Source: an optimization exercise on an open RTL-to-GDS flow (aim: small area, a short achievable clock period and few clock cycles). Production flows keep margins and buffers that such runs may drop. The RTL was checked by simulation tests, not by an equivalence proof against the original design. Power and IR drop assume default switching activity.

==> flow/design.v <==
package ram_hs_pkg;
  localparam int CNT_W           = 4;
  localparam int MAX_WAIT_STATES = (1 << CNT_W) - 1;
  function automatic bit wait_states_ok(input int ws);
    wait_states_ok = (ws >= 0) && (ws <= MAX_WAIT_STATES);
  endfunction
endpackage
module ram_hs_array
#(
  parameter int WIDTH  = 8,
  parameter int ADDR_W = 8
) (
  input  logic                 clk,
  input  logic [15:0]          wsel_h,    
  input  logic [15:0]          wsel_l,    
  input  logic [15:0]          wsel_h_n,  
  input  logic [15:0]          wsel_l_n,
  input  logic [WIDTH-1:0]     wdata_n,   
  input  logic [3:0]           rsel_m,    
  output logic [4*WIDTH-1:0]   grp_r      
);
  localparam int DEPTH = 1 << ADDR_W;
  logic [WIDTH-1:0] mem_r [DEPTH];
  logic [WIDTH-1:0] term [DEPTH];
  logic [WIDTH-1:0] grp_s [4];
  for (genvar i = 0; i < DEPTH; i++) begin : g_word
    logic en, en_n, rs_n;
    assign en   = !(wsel_h_n[i / 16] || wsel_l_n[i % 16]);
    assign en_n = !(wsel_h[i / 16] && wsel_l[i % 16]);
    assign rs_n = !(rsel_m[(i / 16) % 4] && wsel_l[i % 16]);
    always_ff @(posedge clk) begin
      mem_r[i] <= ~((wdata_n | {WIDTH{en_n}}) & (mem_r[i] | {WIDTH{en}}));
    end
    assign term[i] = mem_r[i] | {WIDTH{rs_n}};
  end
  always_comb begin
    for (int g = 0; g < 4; g++) begin
      grp_s[g] = {WIDTH{1'b1}};
      for (int j = 0; j < DEPTH / 4; j++) grp_s[g] = grp_s[g] & term[g * (DEPTH / 4) + j];
    end
  end
  always_ff @(posedge clk) begin
    for (int g = 0; g < 4; g++) grp_r[g*WIDTH +: WIDTH] <= grp_s[g];
  end
endmodule
module ram_hs
#(
  parameter int WIDTH       = 8,
  parameter int ADDR_W      = 8,
  parameter int WAIT_STATES = 2
) (
  input  logic              clk,
  input  logic              reset,
  input  logic              req,
  input  logic              we,
  input  logic [ADDR_W-1:0] adr,
  input  logic [WIDTH-1:0]  writedata,
  output logic [WIDTH-1:0]  memdata,
  output logic              ready,
  output logic              busy
);
  generate
    if (!ram_hs_pkg::wait_states_ok(WAIT_STATES)) begin : g_bad_wait_states
      $error("ram_hs: WAIT_STATES must be within 0..15");
    end
    if (ADDR_W != 8) begin : g_bad_adr_w
      $error("ram_hs: the array is built for ADDR_W 8");
    end
  endgenerate
  logic              clr_r, v_r, we_r, par_r, par_s;
  logic              v2_r, we2_r, par2_r, ready_r;
  logic [WIDTH-1:0]  wdata_n_r, wd2_r, memdata_r, rd_s;
  logic [15:0]       wsel_h_r, wsel_h_n_r, wsel_l_r, wsel_l_n_r;
  logic [3:0]        rsel_m_r, gsel_r, gsel2_r;
  logic [4*WIDTH-1:0] grp_r;
  assign par_s = clr_r ? 1'b0 : !par_r;
  always_ff @(posedge clk) par_r <= par_s;
  always_ff @(posedge clk) begin
    clr_r <= reset;
    v_r   <= req && !reset;
    we_r  <= we;
    wdata_n_r <= reset ? {WIDTH{1'b1}} : (writedata ^ {WIDTH{par_s}});
  end
  always_ff @(posedge clk) begin
    for (int h = 0; h < 16; h++) begin
      wsel_h_r[h]   <= reset || (req && we && adr[7:4] == 4'(h));
      wsel_h_n_r[h] <= !(reset || (req && we && adr[7:4] == 4'(h)));
    end
    for (int l = 0; l < 16; l++) begin
      wsel_l_r[l]   <= reset || adr[3:0] == 4'(l);
      wsel_l_n_r[l] <= !(reset || adr[3:0] == 4'(l));
    end
    for (int m = 0; m < 4; m++) begin
      rsel_m_r[m] <= adr[5:4] == 2'(m);
      gsel_r[m]   <= adr[7:6] == 2'(m);
    end
  end
  ram_hs_array #(
    .WIDTH  (WIDTH),
    .ADDR_W (ADDR_W)
  ) u_array (
    .clk      (clk),
    .wsel_h   (wsel_h_r),
    .wsel_l   (wsel_l_r),
    .wsel_h_n (wsel_h_n_r),
    .wsel_l_n (wsel_l_n_r),
    .wdata_n  (wdata_n_r),
    .rsel_m   (rsel_m_r),
    .grp_r    (grp_r)
  );
  always_ff @(posedge clk) begin
    v2_r    <= v_r && !reset;
    we2_r   <= we_r;
    wd2_r   <= wdata_n_r ^ {WIDTH{par_r}};    
    par2_r  <= par_r;
    gsel2_r <= gsel_r;
  end
  always_comb begin
    rd_s = {WIDTH{1'b0}};
    for (int g = 0; g < 4; g++)
      if (gsel2_r[g]) rd_s = rd_s | grp_r[g*WIDTH +: WIDTH];
  end
  always_ff @(posedge clk) begin
    ready_r   <= v2_r && !reset;
    memdata_r <= we2_r ? wd2_r : (rd_s ^ {WIDTH{par2_r}});
  end
  assign memdata = memdata_r;
  assign ready   = ready_r;
  assign busy    = 1'b0;
endmodule
==> flow/run.sh <==
#!/bin/bash
# synth_recipe.tcl (not shown) runs the flow's synth.tcl, then flattens the netlist and writes it again
# the make line also repeats each setting of config.mk as NAME=value (left out here)
make -C /OpenROAD-flow-scripts/flow DESIGN_CONFIG=/design/flow/config.mk WORK_HOME=/design/flow/orfs CLKGATE_MAP_FILE= SYNTH_SCRIPT=/design/flow/synth_recipe.tcl finish
==> flow/config.mk <==
export PLATFORM = sky130hd
export DESIGN_NAME = ram_hs
export DESIGN_NICKNAME = ram_hs
export VERILOG_FILES = /design/flow/design.v
export SDC_FILE = /design/flow/constraint.sdc
export NUM_CORES = 4
export LEC_CHECK = 0
export CAP_MARGIN = 20
export CORE_MARGIN = 2
export CORE_UTILIZATION = 55
export CTS_CLUSTER_DIAMETER = 80
export CTS_CLUSTER_SIZE = 25
export SETUP_SLACK_MARGIN = 5
export SLEW_MARGIN = 20
==> flow/constraint.sdc <==
create_clock -name core_clock -period 8.0 [get_ports {clk}]
set_input_delay 1.6000 -clock core_clock [delete_from_list [all_inputs] [get_ports {clk}]]
set_output_delay 1.6000 -clock core_clock [all_outputs]
set_load 0.01 [all_outputs]
==> impl_results.md, run 1 <==
* Reg2Reg Depth at 6
* Pin slew with the least headroom to its limit at 1.26 ns
* Initial core utilization at 55.6%
* Largest net degree at the start of global routing at 154
* Mapped cell area at 0.0722 sq mm
* Data required, critical path at 8.67 ns
* Rel. slew slack at 16.0%
* Post-synth EDFFs at 0
* Top cells by area, synth: dfxtp_1 (61%), o22ai_1 (26%), clkbuf_1 (2.2%), o41ai_1 (1.5%), nor2_1 (1.5%)
* Avg Vias per Cell at 7.51
* Hold Path Class: reg -> reg
* Hold Vio Cnt, Final at 0
* Vias at 63200
* Top cell type's share of synthesized area at 60.6%
* Antenna violations before repair at 9
* # clock sinks at 2188
* Synth Instances at 7062
* Most frequent cell after synthesis: o22ai_1
* # Max-Cap Violations at 0
* IO Pins at 30
* H-tree depth at 3
* First-pass GRT wire length at 396000 microns
* CP endpoint kind: register
* Worst r2r src: wsel_l_r[14]$_DFF_P_
* Max Fclk at 324 MHz
* Die area at 0.134 sq mm
* Pleak at 26.9 nW
* Die H at 366 microns
* Syn_nets at 7082
* Finish-stage setup viols at 0
* Post-Route WL at 272000 microns
* Count of different cell masters after synthesis at 44
* Commonest cells post-synth: o22ai_1 (3000), dfxtp_1 (2188), clkbuf_1 (422), nor2_1 (296), nand2_1 (265)
* DRC at 0
* Ys Warns at 5
* Initial drt markers at 8833
* Slowest cell on crit path: o41ai_1
* Root buf cell: clkbuf_16
* Total Neg Setup Slack at 0 ns
* Critical path startpoint: wsel_l_r[14]$_DFF_P_
* Number of global-route vias before repair at 58000
* Period utilisation layout at 38.6%
* Chip Width at 366 microns
* GR Util All Layers at 38.7%
* CP max stage delay at 0.73 ns
* Mean Syn Cell Area at 10.2 sq um
* Hold path startpoint: gsel_r[3]$_DFF_P_
* Peak VDD IR at 217 uV
* Detailed Place HPWL at 164000 microns
* Power per cell area at 312 mW/mm^2
* RSZ-0062 raised after global routing: false
* Fin nets at 6664
* Run status: no timing/DRC/antenna violations
* Core box area at 0.130 sq mm
* Worst Path Arrival at 3.76 ns
* Post-CTS setup buffer count at 0
* CTS Buffer Depth at 3
* Final min period at 3.09 ns
* Crit Path Class: reg -> reg
* Clock latency on the worst-skew pair at 0.77 ns
* Drt pass-1 iters at 9
* Register area share after synthesis at 60.6%
* Synthesis-to-layout area growth at 4.98%
* Clock-pin slew on the worst setup and hold paths at 0.10 ns
* GPL Wtd Cong at 0.912
* Layout cell share with drive strength beyond 1 at 4.30%
* Worst-path cell chain: inv_4, buf_4, o22ai_1, o41ai_1, nand3_1, nor3_1
* Hold Path Depth at 0
* Final Core Density at 58.4%
* Clock Skew at 0.0243 ns
* Gr ovfl total at 0
* Top cell type by total area after synthesis: dfxtp_1
* Primary FF master, synth: dfxtp_1
* Standard-cell rows at 132
* Startpoint Class: register
* TritonCTS clock tree: built
* Worst Path Max Fanout at 41
* Post-CTS Hold Buffers at 0
* Async SR Flop Fraction at 0%
* Post-route ant nets at 0
* CTS buffer count at 100
* Routed len/inst at 32.3 microns
* I/O Buffers at 28
* Synth Register Bits at 2188
* Slew Limit Fails at 0
path summary, 6_finish.rpt:
| path | endpoint | slack [ns] |
|---|---|---|
| worst max-delay path | u_array.grp_r[17]$_DFF_P_ | 4.91 |
| worst min-delay path | gsel2_r[3]$_DFF_P_ | 0.34 |
| worst max register to register | u_array.grp_r[17]$_DFF_P_ | 4.91 |
| worst min register to register | gsel2_r[3]$_DFF_P_ | 0.34 |
layout by cell type, fill, tap and decap left out, types with 34 or more instances in the layout:
| cell type | synthesis | final |
|---|---|---|
| nand2_1 | 265 | 265 |
| nor3_1 | 64 | 64 |
| nor2_1 | 296 | 296 |
| dfxtp_2 | 0 | 34 |
| o41ai_1 | 127 | 120 |
| buf_4 | 26 | 61 |
| o31ai_1 | 63 | 60 |
| nand2b_1 | 49 | 49 |
| clkbuf_16 | 0 | 105 |
| o21ai_0 | 39 | 39 |
| o22ai_1 | 3000 | 3000 |
| nand3_1 | 64 | 64 |
| dfxtp_1 | 2188 | 2144 |
worst max-delay path: cells and delay by family (launching register included):
family	cells	cell delay [ns]
compound gates	2	0.87
buf+inv	2	1.00
flops	1	0.38
simple gates	2	0.69
layout make-up:
type / instances / area, sq um
timing repair buffer: 109 / 1050
clock buffer: 116 / 2720
sequential: 2188 / 43900
tap: 1742 / 2180
fill: 11300 / 54100
inverter: 52 / 308
clock inverter: 13 / 128
antenna: 1 / 2.50
multi-input combinational: 4193 / 25600
power breakdown:
| group | internal [mW] | leakage [nW] | switching (mW) |
|---|---|---|---|
| sequential | 12.8 | 18.4 | 1.22 |
| clock | 2.46 | 1.39 | 3.49 |
| combinational | 1.51 | 7.05 | 2.22 |
stage by stage:
stage / area, sq um / power (mW) / hold slack [ns] / setup slack [ns] / std cells
finish: 75800 / 23.7 / 0.336 / 4.91 / 8414
floorplan: 72200 / 16.4 / 0.310 / 5.64 / 7062
detailed placement: 72700 / 17.8 / 0.312 / 4.40 / 8283
CTS: 75700 / 23.5 / 0.335 / 4.86 / 8412
global route: 75800 / 24.5 / 0.339 / 5.00 / 8413
global placement: 72700 / 17.7 / 0.310 / 4.43 / 8283
kinds of logic (layout without fill, tap and decap cells):
logic type	Yosys count	in the layout	share of synthesized area, %
AOI/OAI and AO/OA	3411	3411	30.6
xor gates and xnor gates	24	24	0.291
buffers and inverters	681	290	4.07
and+or+nand+nor	757	757	4.40
DFF	2188	2188	60.6
other	1	2	0.00519
timing repair:
| item | CTS | global route |
|---|---|---|
| hold endpoints to repair | 0 | 0 |
| setup endpoints to repair | 41 | 24 |
| gates resized for setup | 40 | 33 |
per-layer routing:
metal	global-route usage (%)	wire length, microns	vias to the layer above
li1	-	-	27300
met1	54.7	113000	31600
met2	57.2	117000	3662
met3	7.42	28000	631
met4	17.6	14000	8
met5	0	47	-
flip-flops by register name (all words and copies together) (netlist names), 4 cells and up:
register	count
u_array.mem_r	2048
rsel_m_r	4
wsel_h_r	16
wsel_l_r	16
gsel_r	4
wd2_r	8
wdata_n_r	8
u_array.grp_r	32
wsel_h_n_r	16
gsel2_r	4
wsel_l_n_r	16
memdata_r	8
Testbench counts, summed over its fixed seeds: cycles 12,024.
==> run 2, diff against run 1 <==
--- a/flow/config.mk
+++ b/flow/config.mk
@@ -9,3 +9,3 @@
 export CORE_MARGIN = 2
-export CORE_UTILIZATION = 55
+export CORE_UTILIZATION = 65
 export CTS_CLUSTER_DIAMETER = 80
==> run 2 against run 1 <==
  * Still clean on timing, DRC and antenna
  * Global-route usage up 5.5 points
  * Critical path depth unchanged
  * Register-to-register slack gained 0.04 ns
  * Sequential power about the same
==> impl_results.md, run 2 <==
* Run status: no timing/DRC/antenna violations
* Simple-gate share of the synthesized area at 4.40% (unchanged)
* TritonCTS clock tree: built
* Slowest cell on crit path: o41ai_1
* Mux contribution to synthesized area at 0% (unchanged)
* First-pass GRT wire length at 380000 microns (-4.0%)
* Pin slew with the least headroom to its limit at 1.30 ns (+0.0416 ns)
* Mapped cell area at 0.0722 sq mm (unchanged)
* Largest net degree at the start of global routing at 155 (+0.65%)
* Layout cell share with drive strength beyond 1 at 4.17% (-0.14 points)
* Post-CTS setup buffer count at 0 (unchanged)
* Avg Vias per Cell at 7.87 (+4.8%)
* Biggest regs: u_array.mem_r: 2048 flops, u_array.grp_r: 32 flops
* Grt met1 use at 61.5% (+6.8 points)
* Syn_nets at 7082 (unchanged)
* Post-Synth Adder-Cell Area at 0% (unchanged)
* DRC at 0 (unchanged)
* Post-route ant nets at 0 (unchanged)
* Compound-gate portion of the synthesized area at 30.6% (unchanged)
* Hold Vio Cnt, Final at 0 (unchanged)
* Worst-path cell chain: inv_2, buf_6, o22ai_1, o41ai_1, nand3_1, nor3_1
* Largest family of logic cells by synthesized area: compound AO/OA/AOI/OAI gates
* Most flop-heavy register: u_array.mem_r
* Top cells by area, synth: dfxtp_1 (61%), o22ai_1 (26%), clkbuf_1 (2.2%), o41ai_1 (1.5%), nor2_1 (1.5%)
* Initial core utilization at 65.4% (+9.8 points)
* Fin nets at 6655 (-0.14%)
* Clock-pin slew on the worst setup and hold paths at 0.10 ns (about the same)
* Vias at 64100 (+1.4%)
* Commonest cells after routing, fill and taps aside: o22ai_1 (3000), dfxtp_1 (2148), nor2_1 (296), nand2_1 (265), o41ai_1 (106)
* Pleak at 26.8 nW (-0.33%)
* Worst Path Max Fanout at 40 (-2.4%)
* Most common cell after layout, fill and taps aside: o22ai_1
* Mean Syn Cell Area at 10.2 sq um (unchanged)
* Initial drt markers at 10200 (+15%)
* Ys Warns at 5 (unchanged)
* Startpoint Class: register
* CTS buffer count at 98 (-2.0%)
* Crit Path Class: reg -> reg
* Power per cell area at 311 mW/mm^2 (-0.21%)
* Top cell type's share of synthesized area at 60.6% (unchanged)
* Clock latency on the worst-skew pair at 0.75 ns (-0.02 ns)
* GR Layer Usage met2 at 63.5% (+6.3 points)
* Number of flip-flops in the largest register at 2048 (unchanged)
* Peak VDD IR at 266 uV (+23%)
* Most frequent cell after synthesis: o22ai_1
* Die H at 337 microns (-7.9%)
* Max Fclk at 327 MHz (+1.2%)
* CTS Buffer Depth at 3 (unchanged)
* DP Area at 0.0724 sq mm (-0.48%)
* Primary FF master, synth: dfxtp_1
* Antenna violations before repair at 11 (+2)
* Total Neg Setup Slack at 0 ns (unchanged)
* Chip Width at 337 microns (-7.9%)
* Async SR Flop Fraction at 0% (unchanged)
* Final WS setup at 4.95 ns (+0.0355 ns)
* Post-Route WL at 262000 microns (-3.8%)
* Gr busiest metal: met2
* GR Util All Layers at 44.2% (+5.5 points)
* Synth Instances at 7062 (unchanged)
* Period utilisation layout at 38.2% (-0.44 points)
* Post-route cell area at 0.0754 sq mm (-0.62%)
* Data required, critical path at 8.67 ns (about the same)
* CP max stage delay at 0.76 ns (+0.03 ns)
* Final min period at 3.05 ns (-0.0355 ns)
* Core box area at 0.111 sq mm (-15%)
* Clock Skew at 0.0269 ns (+0.00259 ns)
* RSZ-0062 raised after global routing: false
* Xor/xnor share of the synthesized area at 0.291% (unchanged)
* # clock sinks at 2188 (unchanged)
* Hold Path Class: reg -> reg
* Register area share after synthesis at 60.6% (unchanged)
* Die area at 0.114 sq mm (-15%)
* Worst Path Arrival at 3.72 ns (-0.04 ns)
* # Max-Cap Violations at 0 (unchanged)
* Rel. slew slack at 13.3% (-2.8 points)
* H-tree depth at 3 (unchanged)
* Count of different cell masters after synthesis at 44 (unchanged)
* Slew Limit Fails at 0 (unchanged)
* IO Pins at 30 (unchanged)
* Number of global-route vias before repair at 58000 (-0.0017%)
* Root buf cell: clkbuf_16
* GPL Wtd Cong at 0.947 (+3.9%)
* Synth Register Bits at 2188 (unchanged)
* Standard-cell rows at 122 (-7.6%)
* Routed len/inst at 32.1 microns (-0.60%)
* Top cell type by total area after synthesis: dfxtp_1
* Commonest cells post-synth: o22ai_1 (3000), dfxtp_1 (2188), clkbuf_1 (422), nor2_1 (296), nand2_1 (265)
* I/O Buffers at 28 (unchanged)
* Design Power at 23.5 mW (-0.83%)
* Post-synth EDFFs at 0 (unchanged)
* CP endpoint kind: register
* Detailed Place HPWL at 159000 microns (-3.6%)
* Synthesis-to-layout area growth at 4.33%
* Drt pass-1 iters at 8 (-1)
* Filler instances at 8836 (-22%)
* Dpl ws at 4.31 ns (-0.0935 ns)
* Finish-stage setup viols at 0 (unchanged)
* Met3 Use GR at 11.1% (+3.7 points)
* Gr ovfl total at 0 (unchanged)
[run 2: cell counts after synthesis]
No cell type changed its count.
[run 2: worst paths after layout]
| kind | depth (start not counted) | slack (ns) | from | end |
|---|---|---|---|---|
| hold / removal | 0 | 0.34 | gsel_r[1]$_DFF_P_ | gsel2_r[1]$_DFF_P_ |
| setup reg to reg | 6 | 4.95 | wsel_l_r[7]$_DFF_P_ | u_array.grp_r[7]$_DFF_P_ |
| hold reg to reg | 0 | 0.34 | gsel_r[1]$_DFF_P_ | gsel2_r[1]$_DFF_P_ |
| setup / recovery | 6 | 4.95 | wsel_l_r[7]$_DFF_P_ | u_array.grp_r[7]$_DFF_P_ |
[run 2: cells by family after synthesis]
family | Yosys count
AND/OR/NAND/NOR | 757
XOR/XNOR | 24
buffers and inverters | 681
other | 1
flip-flops | 2188
AO/OA/AOI/OAI | 3411
[run 2: metrics by stage]
step / utilization (%) / cells / hold slack (ns)
detailed placement: 65.5 / 8023 / 0.323
floorplan: - / 7062 / 0.310
global route: 68.2 / 8137 / 0.340
finish: 68.2 / 8140 / 0.344
CTS: 68.0 / 8137 / 0.343
global placement: 65.5 / 8023 / 0.311
[run 2: power breakdown]
| part | internal [mW] | switching, mW | leakage, nW |
|---|---|---|---|
| Clock | 2.33 | 3.39 | 1.31 |
| Combinational | 1.51 | 2.21 | 7.04 |
| Sequential | 12.8 | 1.26 | 18.4 |
[run 2: routing by layer]
layer / wire length [microns] / share of wire, %
met2: 109000 / 42
met5: 102 / 0.039
met1: 101000 / 39
met3: 35000 / 13
met4: 16400 / 6.3
[run 2: worst max-delay path: cells and delay by family (launching register included)]
kind	cells	cell delay [ns]
buffers and inverters	2	0.96
AO/OA/AOI/OAI	2	0.95
AND/OR/NAND/NOR	2	0.62
flip-flops	1	0.38
[run 2: area by class of cell]
| cell class | count | area [sq um] | share of cell area (%) |
|---|---|---|---|
| repair buffers | 102 | 1010 | 1.35 |
| clock buffers | 108 | 2610 | 3.46 |
| clock inverters | 6 | 55.1 | 0.0730 |
| diodes | 3 | 7.51 | 0.00996 |
| multi-input cells | 4193 | 25700 | 34.1 |
| well taps | 1488 | 1860 | 2.47 |
| flip-flops and latches | 2188 | 43900 | 58.2 |
| inverters | 52 | 269 | 0.357 |
[run 2: what timing repair did]
action                                  CTS  global route
pin swaps                                 0             1
endpoints found under the setup margin   41            32
resized for setup                        37            41
hold buffers                              0             0
==> run 3, diff against run 2 <==
==> flow/flow/run.sh (new file) <==
#!/bin/bash
# Layout: the standard flow, with timing repair asked to leave 5.3 ns of
# setup slack at the 8 ns clock (the settings list caps that margin at 5).
# make's output goes to standard.log; ORFS's own per-step logs stay under orfs/logs.
set -euo pipefail
export SETUP_SLACK_MARGIN=5.3
bash standard.sh > standard.log 2>&1
==> flow/standard.sh (new file) <==
#!/bin/bash
# synth_recipe.tcl (not shown) runs the flow's synth.tcl, then flattens the netlist and writes it again
# the make line also repeats each setting of config.mk as NAME=value (left out here)
make -C /OpenROAD-flow-scripts/flow DESIGN_CONFIG=/design/flow/config.mk WORK_HOME=/design/flow/orfs CLKGATE_MAP_FILE= SYNTH_SCRIPT=/design/flow/synth_recipe.tcl "${@:-finish}"
--- a/flow/config.mk
+++ b/flow/config.mk
@@ -9,6 +9,5 @@
 export CORE_MARGIN = 2
-export CORE_UTILIZATION = 65
+export CORE_UTILIZATION = 55
 export CTS_CLUSTER_DIAMETER = 80
 export CTS_CLUSTER_SIZE = 25
-export SETUP_SLACK_MARGIN = 5
 export SLEW_MARGIN = 20
removed: flow/run.sh
==> run 3 against run 2 <==
  * Sequential power about the same
  * Hold slack got worse by 0.0090 ns
  * Design area increased by 1.0%
  * Die area increased by 18%
  * Sequential cell count unchanged
  * Still clean on timing, DRC and antenna
  * Largest cell class unchanged
  * Critical path type unchanged
==> impl_results.md, run 3 <==
* Routed len/inst at 32.4 microns (+0.80%)
* Slew Limit Fails at 0 (unchanged)
* Vias at 63000 (-1.8%)
* # Max-Cap Violations at 0 (unchanged)
* Standard-cell rows at 132 (+8.2%)
* Hold Vio Cnt, Final at 0 (unchanged)
* Avg Vias per Cell at 7.48 (-5.0%)
* Gr ovfl total at 0 (unchanged)
* Layout cell share with drive strength beyond 1 at 4.80% (+0.63 points)
* Data required, critical path at 8.69 ns (+0.02 ns)
* Worst Path Max Fanout at 67 (+68%)
* Synth Instances at 7062 (unchanged)
* Finish-stage setup viols at 0 (unchanged)
* First-pass GRT wire length at 396000 microns (+4.2%)
* Clock-pin slew on the worst setup and hold paths at 0.10 ns (about the same)
* Die area at 0.134 sq mm (+18%)
* DRC at 0 (unchanged)
* Async SR Flop Fraction at 0% (unchanged)
* Syn_nets at 7082 (unchanged)
* Chip Width at 366 microns (+8.6%)
* Clock Skew at 0.0269 ns (-0.0000196 ns)
* Placed cell count at 8283 (+3.2%)
* Mean Syn Cell Area at 10.2 sq um (unchanged)
* # clock sinks at 2188 (unchanged)
* Most common cell after layout, fill and taps aside: o22ai_1
* Most frequent cell after synthesis: o22ai_1
* Commonest cells after routing, fill and taps aside: o22ai_1 (3000), dfxtp_1 (2140), nor2_1 (296), nand2_1 (265)
* Slowest cell on crit path: o31ai_1
* Post-Route WL at 273000 microns (+4.2%)
* Run status: no timing/DRC/antenna violations
* Antenna violations before repair at 8 (-3)
* Pin slew with the least headroom to its limit at 1.33 ns (+0.0243 ns)
* Number of flip-flops in the largest register at 2048 (unchanged)
* Drt pass-1 iters at 9 (+1)
* Initial core utilization at 55.6% (-9.8 points)
* Core box area at 0.130 sq mm (+18%)
* Post-Layout Cell Count at 8418 (+3.4%)
* Commonest cells post-synth: o22ai_1 (3000), dfxtp_1 (2188), clkbuf_1 (422), nor2_1 (296), nand2_1 (265)
* Crit Path Class: reg -> reg
* Number of global-route vias before repair at 58000 (+0.045%)
* CP max stage delay at 0.59 ns (-0.17 ns)
* Period utilisation layout at 35.4% (-2.8 points)
* Synthesis-to-layout area growth at 5.39%
* Top cells by area, synth: dfxtp_1 (61%), o22ai_1 (26%), clkbuf_1 (2.2%), o41ai_1 (1.5%), nor2_1 (1.5%)
* GPL Wtd Cong at 0.912 (-3.8%)
* I/O Buffers at 28 (unchanged)
* Post-synth EDFFs at 0 (unchanged)
* Rel. slew slack at 11.6% (-1.6 points)
* Top cell type's share of synthesized area at 60.6% (unchanged)
* TritonCTS clock tree: built
* RSZ-0062 raised after global routing: true
* Largest net degree at the start of global routing at 154 (-0.65%)
* Ys Warns at 5 (unchanged)
* Worst-path cell chain: inv_8, buf_12, o221ai_1, o31ai_1, o2111ai_1, nor3_1
* CTS buffer count at 100 (+2.0%)
* Clock latency on the worst-skew pair at 0.77 ns (+0.02 ns)
* GR Util All Layers at 38.7% (-5.5 points)
* Die H at 366 microns (+8.6%)
* Mapped cell area at 0.0722 sq mm (unchanged)
* Primary FF master, synth: dfxtp_1
* Top cell type by total area after synthesis: dfxtp_1
* Startpoint Class: register
* Total Neg Setup Slack at 0 ns (unchanged)
* Root buf cell: clkbuf_16
* Peak VDD IR at 220 uV (-17%)
* Biggest regs: u_array.mem_r: 2048 flops, u_array.grp_r: 32 flops
* Post-route ant nets at 0 (unchanged)
* Most flop-heavy register: u_array.mem_r
* Post-CTS Hold Buffers at 0 (unchanged)
* Register area share after synthesis at 60.6% (unchanged)
* Detailed Place HPWL at 164000 microns (+3.7%)
* Max Fclk at 353 MHz (+7.9%)
* Count of different cell masters after synthesis at 44 (unchanged)
* Initial drt markers at 8511 (-16%)
* Worst Path Arrival at 3.52 ns (-0.20 ns)
* CP endpoint kind: register
* Filler instances at 11300 (+28%)
* Final min period at 2.83 ns (-0.225 ns)
* IO Pins at 30 (unchanged)
* CTS Buffer Depth at 3 (unchanged)
* Synth Register Bits at 2188 (unchanged)
* Hold Path Class: reg -> reg
* Fin nets at 6665 (+0.15%)
* Pleak at 27.0 nW (+0.63%)
* H-tree depth at 3 (unchanged)
* Power per cell area at 312 mW/mm^2 (about the same)
## run 3: cell types whose count changed in the layout (fill, tap and decap cells not counted), moves of 4 or more
cell	previous run	this run
inv_8	2	10
buf_2	1	6
buf_6	8	14
clkinvlp_4	0	4
buf_12	9	17
dfxtp_1	2148	2140
dfxtp_2	29	38
clkbuf_8	1	5
o31ai_2	1	5
dlygate4sd2_1	9	0
o31ai_1	62	58
buf_8	7	3
## run 3: area by class of cell
class	instances	area [sq um]	share of cell area, %
clock inverter	13	128	0.168
clock buffer	116	2720	3.57
timing repair buffer	110	1160	1.53
tap	1742	2180	2.86
antenna	4	10.0	0.0131
multi-input combinational	4193	25700	33.8
sequential	2188	43900	57.6
inverter	52	340	0.447
## run 3: power by group
group	switching, mW	internal, mW
combinational	2.23	1.52
sequential	1.22	12.8
clock	3.50	2.46
## run 3: cells by family (layout without fill, tap and decap cells)
| family | after synthesis | count (layout) | synth area share [%] |
|---|---|---|---|
| buffers and inverters | 681 | 291 | 4.07 |
| DFF | 2188 | 2188 | 60.6 |
| other | 1 | 5 | 0.00519 |
| and+or+nand+nor | 757 | 757 | 4.40 |
| xor gates and xnor gates | 24 | 24 | 0.291 |
| AOI/OAI and AO/OA | 3411 | 3411 | 30.6 |
## run 3: path summary, 6_finish.rpt
check	slack, ns	from	endpoint	cells after the start
worst min register to register	0.34	gsel_r[3]$_DFF_P_	gsel2_r[3]$_DFF_P_	0
worst max-delay path	5.17	wsel_l_r[10]$_DFF_P_	u_array.grp_r[11]$_DFF_P_	6
worst min-delay path	0.34	gsel_r[3]$_DFF_P_	gsel2_r[3]$_DFF_P_	0
worst max register to register	5.17	wsel_l_r[10]$_DFF_P_	u_array.grp_r[11]$_DFF_P_	6
## run 3: layer usage
metal | vias up | wire, microns | GRT usage (%)
li1 | 27300 | - | -
met3 | 637 | 27700 | 7.52
met2 | 3627 | 117000 | 57.0
met4 | 8 | 14200 | 18.0
met5 | - | 45 | 0
met1 | 31400 | 114000 | 54.7
## run 3: timing repair
item	4_1_cts	5_1_grt
setup buffers	0	1
gates resized for setup	116	44
cloned	0	0
setup endpoints to repair	153	39
hold endpoints to repair	0	0
pin swaps	1	2
## run 3: critical path, delay by kind of cell, from the launching register on
kind / cells / cell delay, ns
flip-flops: 1 / 0.36
AND/OR/NAND/NOR: 1 / 0.27
buffers and inverters: 2 / 0.75
AO/OA/AOI/OAI: 3 / 1.28
## run 3: stage by stage
stage          hold slack, ns  setup WS [ns]  power [mW]  cell area, sq um  util, %
2_1_floorplan           0.310           5.64        16.4             72200        -
3_3_place_gp            0.310           4.43        17.7             72700     56.0
3_5_place_dp            0.312           4.40        17.8             72700     56.0
4_1_cts                 0.335           5.16        23.5             75900     58.4
5_1_grt                 0.339           5.15        24.5             76100     58.6
6_report                0.335           5.17        23.7             76100     58.6

-- re-timing with driven ports --
No port has a modelled driver above. Below, the same layouts with a new extraction and two added sets of constraints. Step 1 (the two cells are an assumption about what drives the block):
set clk [get_ports {clk}]
set_driving_cell -lib_cell sky130_fd_sc_hd__clkbuf_16 $clk
set_driving_cell -lib_cell sky130_fd_sc_hd__buf_2 [delete_from_list [all_inputs] $clk]
Step 2 also shifts input and output timing later by t, the mid clock arrival at the registers, as if the neighbouring blocks saw the same clock. a / b / c = ideal ports / drivers / drivers and shift; a / b = the first two.
run	t (ns)	setup WS [ns]	worst setup path at the end	slew at the worst register clock pin (ns)	worst data-port slew with drivers (ns)
run 1	0.845	4.910 / 4.910 / 4.673	input to register	0.10 / 0.10	0.08
run 2	0.823	4.945 / 4.945 / 4.692	input to register	0.10 / 0.10	0.06
run 3	0.843	5.170 / 5.106 / 4.723	input to register	0.10 / 0.10	0.08
After both steps every run listed still meets setup and hold. The setup slack of run 3, which loses most, moves by -0.064 ns with the drivers and by -0.447 ns with both steps.
